Background: an optimization exercise with open tools, aiming at small area, a short achievable clock period and few clock cycles per item. Do not read the settings as production practice.
Function was checked by simulation only, so behaviour that the tests miss may differ from the original.
The clock port is modelled as an ideal driver; clocking choices that lean on that would not hold on a real chip.
Power is estimated from default activity; no workload was simulated.

`design/flow/flow/run.sh`:
```
#!/bin/bash
# The standard layout (the standard.sh, standard synthesis unchanged), with extra
# setup-timing repair passes after clock tree synthesis (flow/post_cts.tcl, run through
# ORFS's POST_CTS_TCL hook). The full output goes to standard.log in the work folder;
# ORFS keeps each step's own log under orfs/logs/.
set -euo pipefail
here="$(pwd)"
export POST_CTS_TCL="$here/flow/post_cts.tcl"
bash standard.sh > "$here/standard.log" 2>&1
```
`design/flow/flow/post_cts.tcl`:
```
# Extra setup repair after CTS: the single repair_timing call that cts.tcl makes stops
# early, and further calls keep improving the worst slack. Placement is legalized again
# afterwards, as cts.tcl does after its own repair.
puts "post-CTS: extra setup repair"
estimate_parasitics -placement
report_worst_slack -max
for {set i 0} {$i < 6} {incr i} {
  repair_timing -setup -setup_margin 2.8 -repair_tns 100
  report_worst_slack -max
}
detailed_placement
check_placement -verbose
estimate_parasitics -placement
report_worst_slack -max
```
`design/flow/standard.sh`:
```
#!/bin/bash
# synth_recipe.tcl (not shown) runs the flow's synth.tcl, then flattens the netlist and writes it again
# the make line also repeats each setting of config.mk as NAME=value (left out here)
make -C /OpenROAD-flow-scripts/flow DESIGN_CONFIG=/design/flow/config.mk WORK_HOME=/design/flow/orfs CLKGATE_MAP_FILE= SYNTH_SCRIPT=/design/flow/synth_recipe.tcl "${@:-finish}"
```
`design/flow/design.v`:
```
package pcf_pkg;
  localparam int TABLE_ENTRIES_DEF = 32;
  localparam int CMD_W  = 1;
  localparam int IDX_IN_W = 5;
  localparam int KEY_W  = 8;
  localparam int HOLD_W = 16;
  localparam int TIME_W = 48;
  localparam int CFG_W  = 6;
  localparam int IDX_EXT_W = 9;
  localparam int NEED_W = 26;
  localparam logic [NEED_W-1:0] US_PER_MS = NEED_W'(1000);
  localparam logic [CMD_W-1:0] CMD_LOAD  = 1'b0;
  localparam logic [CMD_W-1:0] CMD_PRESS = 1'b1;
  typedef struct packed {
    logic [HOLD_W-1:0] hold;
    logic [TIME_W-1:0] stamp;
  } pcf_record_t;
  localparam int REC_W = HOLD_W + TIME_W;
  typedef struct packed {
    logic done;
    logic pass;
  } pcf_verdict_t;
endpackage
import pcf_pkg::*;
module pcf_code_cam #(
  parameter int DEPTH = 32
) (
  input  logic             clk,
  input  logic [KEY_W-1:0] key,
  input  logic [DEPTH-1:0] write,
  output logic [DEPTH-1:0] match
);
  logic [KEY_W-1:0] codes [DEPTH];
  always_ff @(posedge clk) begin
    for (int j = 0; j < DEPTH; j++) begin
      if (write[j]) begin
        codes[j] <= key;
      end
    end
  end
  always_comb begin
    for (int j = 0; j < DEPTH; j++) begin
      match[j] = (codes[j] == key);
    end
  end
endmodule
module pcf_ram #(
  parameter int DEPTH = 32
) (
  input  logic              clk,
  input  logic [DEPTH-1:0]  rd_sel,
  input  logic [DEPTH-1:0]  stamp_we,
  input  logic [DEPTH-1:0]  hold_we,
  input  logic [HOLD_W-1:0] hold_in,
  input  logic [TIME_W-1:0] time_in,
  output logic [HOLD_W-1:0] hold_out,
  output logic [TIME_W-1:0] stamp_out
);
  logic [HOLD_W-1:0] holds  [DEPTH];
  logic [TIME_W-1:0] stamps [DEPTH];
  always_ff @(posedge clk) begin
    for (int j = 0; j < DEPTH; j++) begin
      if (stamp_we[j]) begin
        stamps[j] <= time_in;
      end
      if (hold_we[j]) begin
        holds[j] <= hold_in;
      end
    end
  end
  always_comb begin
    hold_out  = '0;
    stamp_out = '0;
    for (int j = 0; j < DEPTH; j++) begin
      hold_out  = hold_out  | (holds[j]  & {HOLD_W{rd_sel[j]}});
      stamp_out = stamp_out | (stamps[j] & {TIME_W{rd_sel[j]}});
    end
  end
endmodule
import pcf_pkg::*;
module pcf_hold_check (
  input  logic              clk,
  input  logic [TIME_W-1:0] now,
  input  logic [TIME_W-1:0] stamp,
  input  logic [HOLD_W-1:0] hold,
  output logic              pass
);
  localparam int HI_W = TIME_W - NEED_W;
  localparam int Q_W  = NEED_W - 3;
  logic [NEED_W-1:0] now_lo, stamp_lo;
  logic [HI_W-1:0]   now_hi, stamp_hi;
  assign {now_hi, now_lo}     = now;
  assign {stamp_hi, stamp_lo} = stamp;
  logic [HI_W-1:0] x, y;
  logic            eq0, eq1;
  assign x = now_hi;
  assign y = ~stamp_hi;
  always_comb begin
    eq0 = (now_hi == stamp_hi);
    eq1 = !(x[0] ^ y[0]);
    for (int i = 1; i < HI_W; i++) begin
      eq1 = eq1 && ((x[i] ^ y[i]) == (x[i-1] | y[i-1]));
    end
  end
  localparam int H_W = NEED_W / 2;
  localparam int U_W = NEED_W - H_W;
  logic [H_W:0] diff_a;
  logic [U_W:0] diff_b;
  assign diff_a = {1'b0, now_lo[H_W-1:0]} - {1'b0, stamp_lo[H_W-1:0]};
  assign diff_b = {1'b0, now_lo[NEED_W-1:H_W]} - {1'b0, stamp_lo[NEED_W-1:H_W]};
  logic              eq0_1, eq1_1;
  logic [H_W-4:0]    diff_a_1;
  logic              borrow_a_1;
  logic [U_W:0]      diff_b_1;
  logic [HOLD_W+1:0] hold3_1;
  logic [HOLD_W-1:0] hold_1;
  always_ff @(posedge clk) begin
    eq0_1      <= eq0;
    eq1_1      <= eq1;
    diff_a_1   <= diff_a[H_W-1:3];
    borrow_a_1 <= diff_a[H_W];
    diff_b_1   <= diff_b;
    hold3_1    <= {2'b00, hold} + {1'b0, hold, 1'b0};
    hold_1     <= hold;
  end
  logic [U_W-1:0] upper;
  logic           borrow;
  assign upper  = diff_b_1[U_W-1:0] - {{(U_W-1){1'b0}}, borrow_a_1};
  assign borrow = diff_b_1[U_W] || (borrow_a_1 && (diff_b_1[U_W-1:0] == '0));
  logic           hi_differs_2;
  logic [Q_W-1:0] e8_2;
  logic [Q_W-1:0] need8_2;
  always_ff @(posedge clk) begin
    hi_differs_2 <= borrow ? !eq1_1 : !eq0_1;
    e8_2         <= {upper, diff_a_1};
    need8_2      <= {hold_1, 7'b0} - {{(Q_W-HOLD_W-2){1'b0}}, hold3_1};
  end
  assign pass = hi_differs_2 || (e8_2 >= need8_2);
endmodule
import pcf_pkg::*;
module per_key_chatter_filter_top (
  input  logic                clk,
  input  logic                rst,
  input  logic                cfg_wr_en,
  input  logic [CFG_W-1:0]    cfg_wr_data,
  input  logic                in_valid,
  output logic                in_ready,
  input  logic [CMD_W-1:0]    command,
  input  logic [IDX_IN_W-1:0] entry_index,
  input  logic [KEY_W-1:0]    key_code,
  input  logic [HOLD_W-1:0]   hold_off_ms,
  input  logic [TIME_W-1:0]   time_us,
  output logic                out_valid,
  input  logic                out_ready,
  output logic                pass_event,
  output logic                key_matched
);
  localparam int N     = TABLE_ENTRIES_DEF;
  localparam int FIFO_D = 6;
  localparam int CAP   = FIFO_D + 1;
  logic accept;
  assign accept = in_valid && in_ready && !rst;
  logic [CFG_W-1:0] entries_in_use;
  logic [N-1:0]     in_range;
  always_ff @(posedge clk) begin
    if (rst) begin
      entries_in_use <= '0;
    end else if (cfg_wr_en) begin
      entries_in_use <= cfg_wr_data;
    end
  end
  always_comb begin
    for (int j = 0; j < N; j++) begin
      in_range[j] = entries_in_use[CFG_W-1] || (CFG_W'(j) < entries_in_use);
    end
  end
  logic              is_load;
  logic [N-1:0]      match;
  logic [N-1:0]      code_we;
  assign is_load = (command == CMD_LOAD);
  always_comb begin
    for (int j = 0; j < N; j++) begin
      code_we[j] = accept && is_load && (entry_index == IDX_IN_W'(j));
    end
  end
  pcf_code_cam #(
    .DEPTH (N)
  ) u_cam (
    .clk      (clk),
    .key      (key_code),
    .write    (code_we),
    .match    (match)
  );
  logic                p_v;
  logic                p_load;
  logic [N-1:0]        p_match;
  logic [IDX_IN_W-1:0] p_idx;
  logic [HOLD_W-1:0]   p_hold;
  logic [TIME_W-1:0]   p_time;
  logic [N-1:0]        p_idx_oh;
  logic [N-1:0]        p_first;
  logic [N-1:0]        hold_we;
  always_ff @(posedge clk) begin
    p_v     <= accept;
    p_load  <= is_load;
    p_match <= match & in_range;
    p_idx   <= entry_index;
    p_hold  <= hold_off_ms;
    p_time  <= time_us;
  end
  always_comb begin
    logic seen;
    seen = 1'b0;
    for (int j = 0; j < N; j++) begin
      p_idx_oh[j] = (p_idx == IDX_IN_W'(j));
      hold_we[j]  = p_v && p_load && p_idx_oh[j];
      p_first[j]  = p_match[j] && !seen;
      seen        = seen || p_match[j];
    end
  end
  logic              r_v;
  logic              r_load;
  logic              r_any;
  logic [N-1:0]      r_sel;
  logic [TIME_W-1:0] r_time;
  logic [HOLD_W-1:0] r_hold_rd;
  logic [TIME_W-1:0] r_stamp_rd;
  always_ff @(posedge clk) begin
    r_v    <= rst ? 1'b0 : p_v;
    r_load <= p_load;
    r_any  <= |p_match;
    r_sel  <= !p_v ? '0 : p_load ? p_idx_oh : p_first;
    r_time <= p_time;
  end
  pcf_ram #(
    .DEPTH (N)
  ) u_rec (
    .clk       (clk),
    .rd_sel    (r_sel),
    .stamp_we  (r_sel),
    .hold_we   (hold_we),
    .hold_in   (p_hold),
    .time_in   (r_time),
    .hold_out  (r_hold_rd),
    .stamp_out (r_stamp_rd)
  );
  logic              v1_v, v1_load, v1_any;
  logic [HOLD_W-1:0] v1_hold;
  logic [TIME_W-1:0] v1_stamp;
  logic [TIME_W-1:0] v1_time;
  logic              v2_v, v2_load, v2_any;
  logic              v3_v, v3_load, v3_any;
  logic              v3_pass;
  always_ff @(posedge clk) begin
    v1_v     <= rst ? 1'b0 : r_v;
    v1_load  <= r_load;
    v1_any   <= r_any;
    v1_hold  <= r_hold_rd;
    v1_stamp <= r_stamp_rd;
    v1_time  <= r_time;
    v2_v     <= rst ? 1'b0 : v1_v;
    v2_load  <= v1_load;
    v2_any   <= v1_any;
    v3_v     <= rst ? 1'b0 : v2_v;
    v3_load  <= v2_load;
    v3_any   <= v2_any;
  end
  pcf_hold_check u_hold_check (
    .clk   (clk),
    .now   (v1_time),
    .stamp (v1_stamp),
    .hold  (v1_hold),
    .pass  (v3_pass)
  );
  logic res_pass, res_match;
  assign res_pass  = !v3_load && (!v3_any || v3_pass);
  assign res_match = !v3_load && v3_any;
  logic [1:0]                fifo [FIFO_D];
  logic [$clog2(FIFO_D)-1:0] f_rd, f_wr;
  logic [$clog2(FIFO_D):0]   f_cnt;
  logic                      out_free, f_empty, f_push, f_pop;
  logic [$clog2(CAP):0]      owed, owed_next;
  logic                      take;
  assign out_free = !out_valid || out_ready;
  assign f_empty  = (f_cnt == '0);
  assign f_pop    = out_free && !f_empty;
  assign f_push   = v3_v && !(out_free && f_empty);
  assign take     = out_valid && out_ready;
  always_ff @(posedge clk) begin
    if (f_push) begin
      fifo[f_wr] <= {res_pass, res_match};
    end
    if (out_free) begin
      if (!f_empty) begin
        {pass_event, key_matched} <= fifo[f_rd];
      end else begin
        {pass_event, key_matched} <= {res_pass, res_match};
      end
    end
    if (rst) begin
      out_valid <= 1'b0;
      f_rd      <= '0;
      f_wr      <= '0;
      f_cnt     <= '0;
    end else begin
      if (out_free) begin
        out_valid <= !f_empty || v3_v;
      end
      if (f_push) begin
        f_wr <= (f_wr == FIFO_D - 1) ? '0 : f_wr + 1'b1;
      end
      if (f_pop) begin
        f_rd <= (f_rd == FIFO_D - 1) ? '0 : f_rd + 1'b1;
      end
      f_cnt <= f_cnt + f_push - f_pop;
    end
  end
  assign owed_next = owed + accept - take;
  always_ff @(posedge clk) begin
    if (rst) begin
      owed     <= '0;
      in_ready <= 1'b1;
    end else begin
      owed     <= owed_next;
      in_ready <= (owed_next < CAP);
    end
  end
endmodule
```
`design/flow/config.mk`:
```
export PLATFORM = sky130hd
export DESIGN_NAME = per_key_chatter_filter_top
export DESIGN_NICKNAME = per_key_chatter_filter_top
export VERILOG_FILES = /design/flow/design.v
export SDC_FILE = /design/flow/constraint.sdc
export NUM_CORES = 4
export LEC_CHECK = 0
export CAP_MARGIN = 20
export CORE_MARGIN = 2
export CORE_UTILIZATION = 60
export CTS_CLUSTER_DIAMETER = 100
export CTS_CLUSTER_SIZE = 30
export SETUP_SLACK_MARGIN = 2.3
export SLEW_MARGIN = 20
```
`design/flow/constraint.sdc`:
```
create_clock -name core_clock -period 5.0 [get_ports {clk}]
set_input_delay 1.0000 -clock core_clock [delete_from_list [all_inputs] [get_ports {clk}]]
set_output_delay 1.0000 -clock core_clock [all_outputs]
set_load 0.01 [all_outputs]
```
==> flow_summary.yaml, run 1 <==
die:
  start_util_pct: 60.29
  die_h_um: 408.2
  num_rows: 148
  io_pins: 93
  dieArea_mm2: 0.1666
  die_w_um: 408.2
  core_mm2: 0.1626
routing:
  first_pass_iters: 6
  ant_nets: 0
  drc: 0
  via_per_inst: 6.720
  dr.first_iter.drc_count: 8104
  vias: 54240
  drt-total-wl_mm: 277.3
  avgRoutedWirePerCell_um: 34.36
timing:
  skew_ns: 0.02064
  period_share_pct: 46.43
  finalHoldViolCount: 0
  setup_viol_count_final: 0
  tightestPinTransition_ns: 1.160
  period_minus_slack_ns: 2.321
  max_freq_ghz: 0.4308
  rsz0062_at_grt: "false"
  fin_tns_setup_ns: 0
  slew_violations: 0
  slew_headroom_pct: 22.57
cells_and_area:
  final_cells: 8071
  fin_nets: 6000
  area_growth_pct: 10.09
  drive_gt1_share_pct: 10.26
grt:
  grt_pass1_vias: 51440
  grt_antenna_before_repair: 13
  grt_max_degree: 72
  grt_pass1_wl_mm: 389.9
  grt_use_total_pct: 32.94
  grt_overflow: 0
yosys:
  synth_ff_type: "edfxtp_1"
  synth_nets: 5817
  post-synth-top-area-fraction_pct: 71.01
  synth_enable_flop_cells: 2318
  ys.warnings.count: 7
  syn_inst: 5615
  synth.avg_cell_area_um2: 17.46
  synth_area_leaders: "edfxtp_1, dfxtp_1, a22oi_1, xnor2_1, ha_1"
  synthArstFlopShare_pct: 0
  yosys.area.top_type: "edfxtp_1"
  seq_area_frac_synth_pct: 79.97
  ys_ff_latch: 2757
  synth_area_mm2: 0.09803
  yosys.cell_types.count: 67
run:
  max_cap_violations: 0
placed_design:
  dp_cells: 7743
  gp_congestion: 0.8224
  dpl.hpwl_mm: 137.7
  io_buffers: 92
setup_path:
  worst_path_max_delay_cell: "dfxtp_1"
  worstSetupEndpointType: "flop"
  crit_buf_inv: 1
  arrival_ns: 2.79
  path_cells: "nand2_1 -> or3_1 -> nor2_4 -> buf_6"
  required_ns: 5.47
  critPathMaxStageDelay_ns: 0.62
  crit_type: "reg -> reg"
  critPathLaunchType: "flop"
  path_delay_family: "simple AND/OR/NAND/NOR gates"
  cp_max_fo: 13
clock_tree:
  clk_pin_slew_worst_paths_ns: 0.11
  clk_latency_ns: 0.78
  cts.sinks: 2757
  cts_tree: "yes"
power:
  irDropWorstVdd_v: 0.0003077
  leakagePower_nw: 34.53
  power_density_mw_per_mm2: 356.7
min_path:
  min_path_type: "reg -> reg"
status:
  status: "finished clean"
synth_stat cells, types with 52 or more instances:
| library cell | count |
|---|---|
| edfxtp_1 | 2318 |
| a22oi_1 | 764 |
| dfxtp_1 | 439 |
| xnor2_1 | 245 |
| clkbuf_1 | 183 |
| nand4_1 | 182 |
| nand3_1 | 152 |
| nor2_1 | 142 |
| inv_1 | 134 |
| a221oi_1 | 133 |
| a22o_1 | 130 |
| ha_1 | 109 |
| xor2_1 | 96 |
| buf_1 | 78 |
| or4_1 | 69 |
| nand2_1 | 52 |
sequential cells by signal (all words and copies together) (netlist names), 14 cells and up, named ones only:
signal and flops:
u_hold_check.diff_b_1 14, p_hold 16, v1_stamp 48, u_hold_check.need8_2 23, v1_hold 16, r_time 48
p_match 32, u_cam.codes 256, u_hold_check.hold_1 15, u_rec.stamps 1536, u_hold_check.hold3_1 18, v1_time 48
u_rec.holds 512, r_sel 32, p_time 48, u_hold_check.e8_2 23
layer usage:
| layer | GRT usage, % | up-vias | share of wire (%) |
|---|---|---|---|
| li1 | - | 22750 | - |
| met1 | 49.07 | 28360 | 42 |
| met2 | 51.42 | 2701 | 46 |
| met3 | 4.670 | 424 | 8.7 |
| met4 | 9.562 | 6 | 3.3 |
| met5 | 0 | - | 0.013 |
cell families (layout without fill, tap and decap cells):
kind of cell    Yosys count  in the layout  share of synthesized area [%]
mux                      12             12                         0.1481
compound gates         1212           1212                          9.469
fa+ha+maj               113            113                          1.473
flops                  2757           2757                          79.97
other cells               0              9                              0
simple gates            770            770                          4.303
xor+xnor                341            341                          3.047
buf+inv                 410            682                          1.589
placed cells by master (no fill, tap or decap), types with 74 or more instances in the layout:
cell,count
buf_4,139
dfxtp_1,382
edfxtp_1,2318
clkdlybuf4s50_1,78
ha_1,103
a221oi_1,133
nand3_1,149
inv_1,129
nand4_1,182
clkbuf_16,113
a22oi_1,764
nor2_1,85
clkbuf_1,83
a22o_1,130
xnor2_1,245
buf_12,74
xor2_1,96
final timing paths:
check / start / endpoint / slack, ns / cells after the start
setup / recovery: p_load / u_rec.holds[6][8] / 2.68 / 4
hold / removal: p_time[18] / r_time[18] / 0.34 / 0
hold reg to reg: p_time[18] / r_time[18] / 0.34 / 0
setup reg to reg: p_load / u_rec.holds[6][8] / 2.68 / 4
through the flow:
stage	worst slack (ns)	hold slack (ns)	instance area, um2	total power [mW]	utilization [%]
global route	2.476	0.3430	107900	39.55	66.37
floorplan	2.369	0.3096	98040	27.33	-
finish	2.679	0.3367	107900	38.50	66.38
global placement	1.368	0.3098	102300	28.14	62.93
detailed placement	1.374	0.3121	102300	28.18	62.93
final cells by class:
cell class                      count  area (um2)
Tap cell                         2175        2721
Fill cell                       11310       54660
Timing Repair Buffer              356        4325
Clock inverter                      6       48.80
Sequential cell                  2757       78550
Multi-Input combinational cell   2448       18860
Inverter                          134       503.0
Clock buffer                      186        2889
Antenna cell                        9       22.52
power by group:
part,total (mW),switching [mW],internal (mW)
Combinational,2.08,1.17,0.906
Sequential,25.8,0.513,25.3
Clock,10.6,6.64,3.99
Testbench counts, summed over its fixed seeds: cycles 16,048, items 16,000.
==> run 2, diff against run 1 <==
--- a/design/flow/design.v
+++ b/design/flow/design.v
@@ -281,7 +281,10 @@
   logic                      out_free, f_empty, f_push, f_pop;
   logic [$clog2(CAP):0]      owed, owed_next;
   logic                      take;
+  logic [1:0]                out_next;
+  logic                      out_pass_n, out_match_n;
   assign out_free = !out_valid || out_ready;
+  assign out_next = f_empty ? {res_pass, res_match} : fifo[f_rd];
   assign f_empty  = (f_cnt == '0);
   assign f_pop    = out_free && !f_empty;
   assign f_push   = v3_v && !(out_free && f_empty);
@@ -291,11 +294,10 @@
       fifo[f_wr] <= {res_pass, res_match};
     end
     if (out_free) begin
-      if (!f_empty) begin
-        {pass_event, key_matched} <= fifo[f_rd];
-      end else begin
-        {pass_event, key_matched} <= {res_pass, res_match};
-      end
+      {pass_event, key_matched}     <= out_next;
+      {out_pass_n, out_match_n}     <= ~out_next;
+    end else begin
+      {pass_event, key_matched}     <= ~{out_pass_n, out_match_n};
     end
     if (rst) begin
       out_valid <= 1'b0;
--- a/design/flow/flow/post_cts.tcl
+++ b/design/flow/flow/post_cts.tcl
@@ -5,7 +5,7 @@
 estimate_parasitics -placement
 report_worst_slack -max
 for {set i 0} {$i < 6} {incr i} {
-  repair_timing -setup -setup_margin 2.8 -repair_tns 100
+  repair_timing -setup -setup_margin 3.0 -repair_tns 100
   report_worst_slack -max
 }
 detailed_placement
--- a/design/flow/config.mk
+++ b/design/flow/config.mk
@@ -8,7 +8,7 @@
 export CAP_MARGIN = 20
 export CORE_MARGIN = 2
 export CORE_UTILIZATION = 60
-export CTS_CLUSTER_DIAMETER = 100
-export CTS_CLUSTER_SIZE = 30
+export CTS_CLUSTER_DIAMETER = 90
+export CTS_CLUSTER_SIZE = 27
 export SETUP_SLACK_MARGIN = 2.3
 export SLEW_MARGIN = 20
==> flow_summary.yaml, run 2 <==
yosys:
  synth_enable_flop_cells: 2318
  post-synth-top-area-fraction_pct: 71.00
  ys_top_cells_by_count: "edfxtp_1, a22oi_1, dfxtp_1, xnor2_1, clkbuf_1"
  ys_ff_latch: 2759
  yosys.area.top_type: "edfxtp_1"
  seq_area_frac_synth_pct: 80.00
  synth.avg_cell_area_um2: 17.47
  synthArstFlopShare_pct: 0
  synth_ff_type: "edfxtp_1"
  yosys.cell_types.count: 67
  ys.warnings.count: 7
  synth_area_mm2: 0.09804
  synth.most_common_cell: "edfxtp_1"
  syn_inst: 5612
  synth_nets: 5814
  synth_area_leaders: "edfxtp_1, dfxtp_1, a22oi_1, xnor2_1, ha_1"
setup_path:
  required_ns: 5.71
  path_cells: "inv_1 -> fa_2 -> nor2b_1 -> o31a_1 -> o21ai_2 -> a221o_1 -> a21oi_2 -> buf_4 -> xor2_1"
  critPathMaxStageDelay_ns: 0.42
  r2r_slack_ns: 2.69
  path_delay_family: "compound AO/OA/AOI/OAI gates"
  crit_type: "reg -> reg"
  worst_path_max_delay_cell: "dfxtp_2"
  crit_buf_inv: 2
  arrival_ns: 3.02
  cp_max_fo: 4
  critPathLaunchType: "flop"
  worstSetupEndpointType: "flop"
die:
  io_pins: 93
  die_w_um: 408.2
  core_mm2: 0.1626
  die_h_um: 408.2
  num_rows: 148
  start_util_pct: 60.30
  dieArea_mm2: 0.1667
grt:
  grt_pass1_wl_mm: 421.0
  grt_max_degree: 65
  grt_overflow: 0
  grt_use_total_pct: 36.34
  grt_antenna_before_repair: 8
  grt_pass1_vias: 52760
power:
  power_mw: 39.60
  power_density_mw_per_mm2: 353.9
  irDropWorstVdd_v: 0.0004269
  leakagePower_nw: 36.46
timing:
  hold_ws_ns: 0.3317
  skew_ns: 0.03130
  fin_tns_setup_ns: 0
  rsz0062_at_grt: "false"
  tightestPinTransition_ns: 1.202
  period_minus_slack_ns: 2.310
  max_freq_ghz: 0.4328
  setup_slack_ns: 2.690
  finalHoldViolCount: 0
  slew_violations: 0
  period_share_pct: 46.21
  slew_headroom_pct: 19.79
  setup_viol_count_final: 0
cells_and_area:
  fillers: 10740
  final_cell_mix: "edfxtp_1, a22oi_1, dfxtp_1"
  largest_register_ff_count: 1536
  fin_nets: 6194
  drive_gt1_share_pct: 15.39
  top_regs: "u_rec.stamps: 1536 flops, u_rec.holds: 512 flops, u_cam.codes: 256 flops"
  top_register: "u_rec.stamps"
  area_growth_pct: 14.12
  final_common_cell: "edfxtp_1"
status:
  status: "finished clean"
placed_design:
  dpl.hpwl_mm: 137.0
  gp_congestion: 0.8153
  io_buffers: 92
  post-place-ws_ns: 0.8063
clock_tree:
  clk_latency_ns: 0.80
  clk_pin_slew_worst_paths_ns: 0.11
  cts.sinks: 2759
  cts_tree: "yes"
routing:
  drc: 0
  vias: 56650
  drt-total-wl_mm: 305.5
  via_per_inst: 6.848
  first_pass_iters: 6
  dr.first_iter.drc_count: 9582
  ant_nets: 0
  avgRoutedWirePerCell_um: 36.93
min_path:
  min_path_type: "reg -> reg"
run:
  max_cap_violations: 0
run 2: cell count changes after synthesis, sizes merged, moves of 6 or more:
| cell | change |
|---|---|
| nand4 | -6 |
| xnor2 | -28 |
| nor2b | +7 |
| xor2 | +31 |
| or3 | -6 |
| nand2b | -6 |
| nor4 | +9 |
run 2: path summary, 6_finish.rpt:
check                           startpoint                       end  depth (start not counted)
worst max-delay path            v1_hold[2]  u_hold_check.hold3_1[13]                          9
worst min-delay path             p_time[2]                 r_time[2]                          0
worst max register to register  v1_hold[2]  u_hold_check.hold3_1[13]                          9
worst min register to register   p_time[2]                 r_time[2]                          0
run 2: routing by layer:
metal  up-vias  global-route usage [%]  share of wire (%)
li1      23160                       -                  -
met1     29170                   53.25                 39
met2      3715                   54.97                 45
met3       602                   7.039                 12
met4         0                   13.23                4.4
met5         -                       0                  0
run 2: stage by stage:
stage | cells | area, um2 | util [%]
after floorplan | 5612 | 98050 | -
after global placement | 7741 | 102400 | 62.96
after detailed placement | 7741 | 102400 | 62.96
after global routing | 8269 | 111900 | 68.81
final | 8273 | 111900 | 68.82
run 2: cells by family after synthesis:
group / share of synthesized area [%]
flip-flops: 80.00
buffers and inverters: 1.581
multiplexers: 0.1480
AND/OR/NAND/NOR: 4.275
adder cells (fa/ha/maj): 1.473
AO/OA/AOI/OAI: 9.449
XOR/XNOR: 3.073
run 2: layout make-up:
class                      instances  area (um2)  area share, %
multi-input combinational       2445       19580          17.50
clock inverter                    15       188.9         0.1689
sequential                      2759       78600          70.25
clock buffer                     203        3281          2.932
antenna                            4       10.01       0.008946
inverter                         133       499.2         0.4462
tap                             2175        2721          2.432
timing repair buffer             539        7004          6.260
run 2: where the power goes:
part	switching, mW	leakage [nW]	internal, mW
Combinational	1.27	10.3	1.07
Sequential	0.471	24.5	25.3
Clock	6.87	1.66	4.62
Total	8.61	36.5	31.0
Testbench counts of run 2, summed over its fixed seeds: cycles 16,048, items 16,000.
==> run 3, diff against run 2 <==
--- a/design/flow/flow/post_cts.tcl
+++ b/design/flow/flow/post_cts.tcl
@@ -5,7 +5,7 @@
 estimate_parasitics -placement
 report_worst_slack -max
 for {set i 0} {$i < 6} {incr i} {
-  repair_timing -setup -setup_margin 3.0 -repair_tns 100
+  repair_timing -setup -setup_margin 2.8 -repair_tns 100
   report_worst_slack -max
 }
 detailed_placement
==> flow_summary.yaml, run 3 <==
die:
  dieArea_mm2: 0.1667
  io_pins: 93
  num_rows: 148
  start_util_pct: 60.30
  core_mm2: 0.1626
  die_w_um: 408.2
  die_h_um: 408.2
power:
  irDropWorstVdd_v: 0.0004256
  power_density_mw_per_mm2: 362.4
  power_mw: 39.25
  leakagePower_nw: 34.97
cells_and_area:
  top_register: "u_rec.stamps"
  num_antenna_cells: 0
  fin_nets: 6009
  final_area_mm2: 0.1083
  largest_register_ff_count: 1536
  final_common_cell: "edfxtp_1"
  top_regs: "u_rec.stamps: 1536 flops, u_rec.holds: 512 flops, u_cam.codes: 256 flops"
  area_growth_pct: 10.46
  drive_gt1_share_pct: 10.39
  final_cell_mix: "edfxtp_1, a22oi_1, dfxtp_1"
routing:
  drc: 0
  ant_nets: 0
  vias: 54220
  avgRoutedWirePerCell_um: 33.93
  via_per_inst: 6.707
  first_pass_iters: 5
  dr.first_iter.drc_count: 7798
  drt-total-wl_mm: 274.3
timing:
  period_share_pct: 46.22
  slew_violations: 0
  tightestPinTransition_ns: 1.159
  fin_tns_setup_ns: 0
  rsz0062_at_grt: "false"
  slew_headroom_pct: 22.60
  period_minus_slack_ns: 2.311
  skew_ns: 0.02849
  finalHoldViolCount: 0
  max_freq_ghz: 0.4327
  setup_viol_count_final: 0
  setup_slack_ns: 2.689
setup_path:
  arrival_ns: 2.74
  crit_type: "reg -> reg"
  worstSetupEndpointType: "flop"
  required_ns: 5.43
  critPathLaunchType: "flop"
  cp_max_fo: 16
yosys:
  synth_area_leaders: "edfxtp_1, dfxtp_1, a22oi_1, xnor2_1, ha_1"
  synth_enable_flop_cells: 2318
  yosys.cell_types.count: 67
  ys_top_cells_by_count: "edfxtp_1, a22oi_1, dfxtp_1, xnor2_1, clkbuf_1"
  synth.avg_cell_area_um2: 17.47
  synthArstFlopShare_pct: 0
  post-synth-top-area-fraction_pct: 71.00
  synth_area_mm2: 0.09804
  synth_ff_type: "edfxtp_1"
  ys.warnings.count: 7
  synth.most_common_cell: "edfxtp_1"
  yosys.area.top_type: "edfxtp_1"
  syn_inst: 5612
  seq_area_frac_synth_pct: 80.00
  synth_nets: 5814
  ys_ff_latch: 2759
placed_design:
  dpl-instance-area_mm2: 0.1024
  post-place-ws_ns: 0.8063
  dpl.hpwl_mm: 137.0
  io_buffers: 92
  gp_congestion: 0.8153
grt:
  grt_pass1_wl_mm: 385.6
  grt_max_degree: 80
  grt_antenna_before_repair: 7
  grt_overflow: 0
  grt_pass1_vias: 51270
  grt_use_total_pct: 32.61
min_path:
  min_path_type: "reg -> reg"
run:
  max_cap_violations: 0
clock_tree:
  clk_latency_ns: 0.79
  cts.sinks: 2759
  clk_pin_slew_worst_paths_ns: 0.10
  cts_tree: "yes"
status:
  status: "finished clean"
run 3: cell families (layout without fill, tap and decap cells):
family	count (synthesis)	after routing	share of synthesized area, %
compound gates	1209	1209	9.449
buf+inv	408	705	1.581
mux	12	12	0.1480
fa+ha+maj	113	113	1.473
simple gates	767	767	4.275
xor+xnor	344	344	3.073
flops	2759	2759	80.00
run 3: final cells by class:
cell class,instances,area (um2)
tap,2175,2721
multi-input combinational,2445,18820
sequential,2759,78580
clock inverter,15,188.9
inverter,133,499.2
timing repair buffer,354,4208
clock buffer,203,3281
fill,11140,54290
run 3: where the power goes:
part	switching, mW	internal [mW]
logic	1.17	0.922
clock network	6.78	4.62
registers	0.458	25.3
run 3: worst max-delay path, cell delays in order (launching register included):
cell     delay [ns]
dfxtp_1        0.56
and3_1         0.33
nand3_1        0.35
nor2_2         0.22
buf_4          0.48
run 3: path summary, 6_finish.rpt:
path / startpoint / end / slack, ns / cells after the start
worst min register to register: u_hold_check.diff_a_1[1] / u_hold_check.e8_2[1] / 0.33 / 0
worst max register to register: p_v / u_rec.holds[29][1] / 2.69 / 4
worst max-delay path: p_v / u_rec.holds[29][1] / 2.69 / 4
worst min-delay path: u_hold_check.diff_a_1[1] / u_hold_check.e8_2[1] / 0.33 / 0
run 3: per-stage QoR:
stage	hold slack, ns	std cells	utilization, %
floorplan	0.3096	5612	-
global placement	0.3095	7741	62.96
detailed placement	0.3121	7741	62.96
global route	0.3351	8084	66.61
finish	0.3319	8084	66.61
run 3: routing by layer:
layer  wire length [um]  vias to the layer above  GRT usage [%]
met1             112700                    28130          48.87
met4               9287                        4          9.645
li1                   -                    22760              -
met5                 26                        -              0
met3              26490                      430          4.982
met2             125800                     2900          50.23

-- separate check: timing with driven ports --
How much do the figures lean on ideal ports? The routed layouts below were timed once more, with nothing changed but the port constraints. Step 1 sets driving cells, clkbuf_16 on the clock port and buf_2 on the other inputs (assumed; they add their load-dependent delay and slew). Step 2 times the ports against the registers' clock, not the clock port: input delays grow and output delays shrink by t, the midpoint of the rising clock arrivals with the driver on. a / b / c = ideal / step 1 / step 2; a / b = the first two.
| run | shift t [ns] | setup WS [ns] | hold WS [ns] | pins driven straight from the clock port |
|---|---|---|---|---|
| run 1 | 0.847 | 2.679 / 2.613 / 2.034 | 0.337 / 0.337 / 0.337 | 1 |
| run 2 | 0.878 | 2.690 / 2.675 / 2.128 | 0.332 / 0.332 / 0.332 | 1 |
| run 3 | 0.871 | 2.689 / 2.678 / 1.920 | 0.332 / 0.332 / 0.332 | 1 |
After both steps setup and hold are still met in every run listed. For run 3, which loses most, drivers alone change the setup slack by -0.011 ns; drivers and shift together by -0.769 ns.
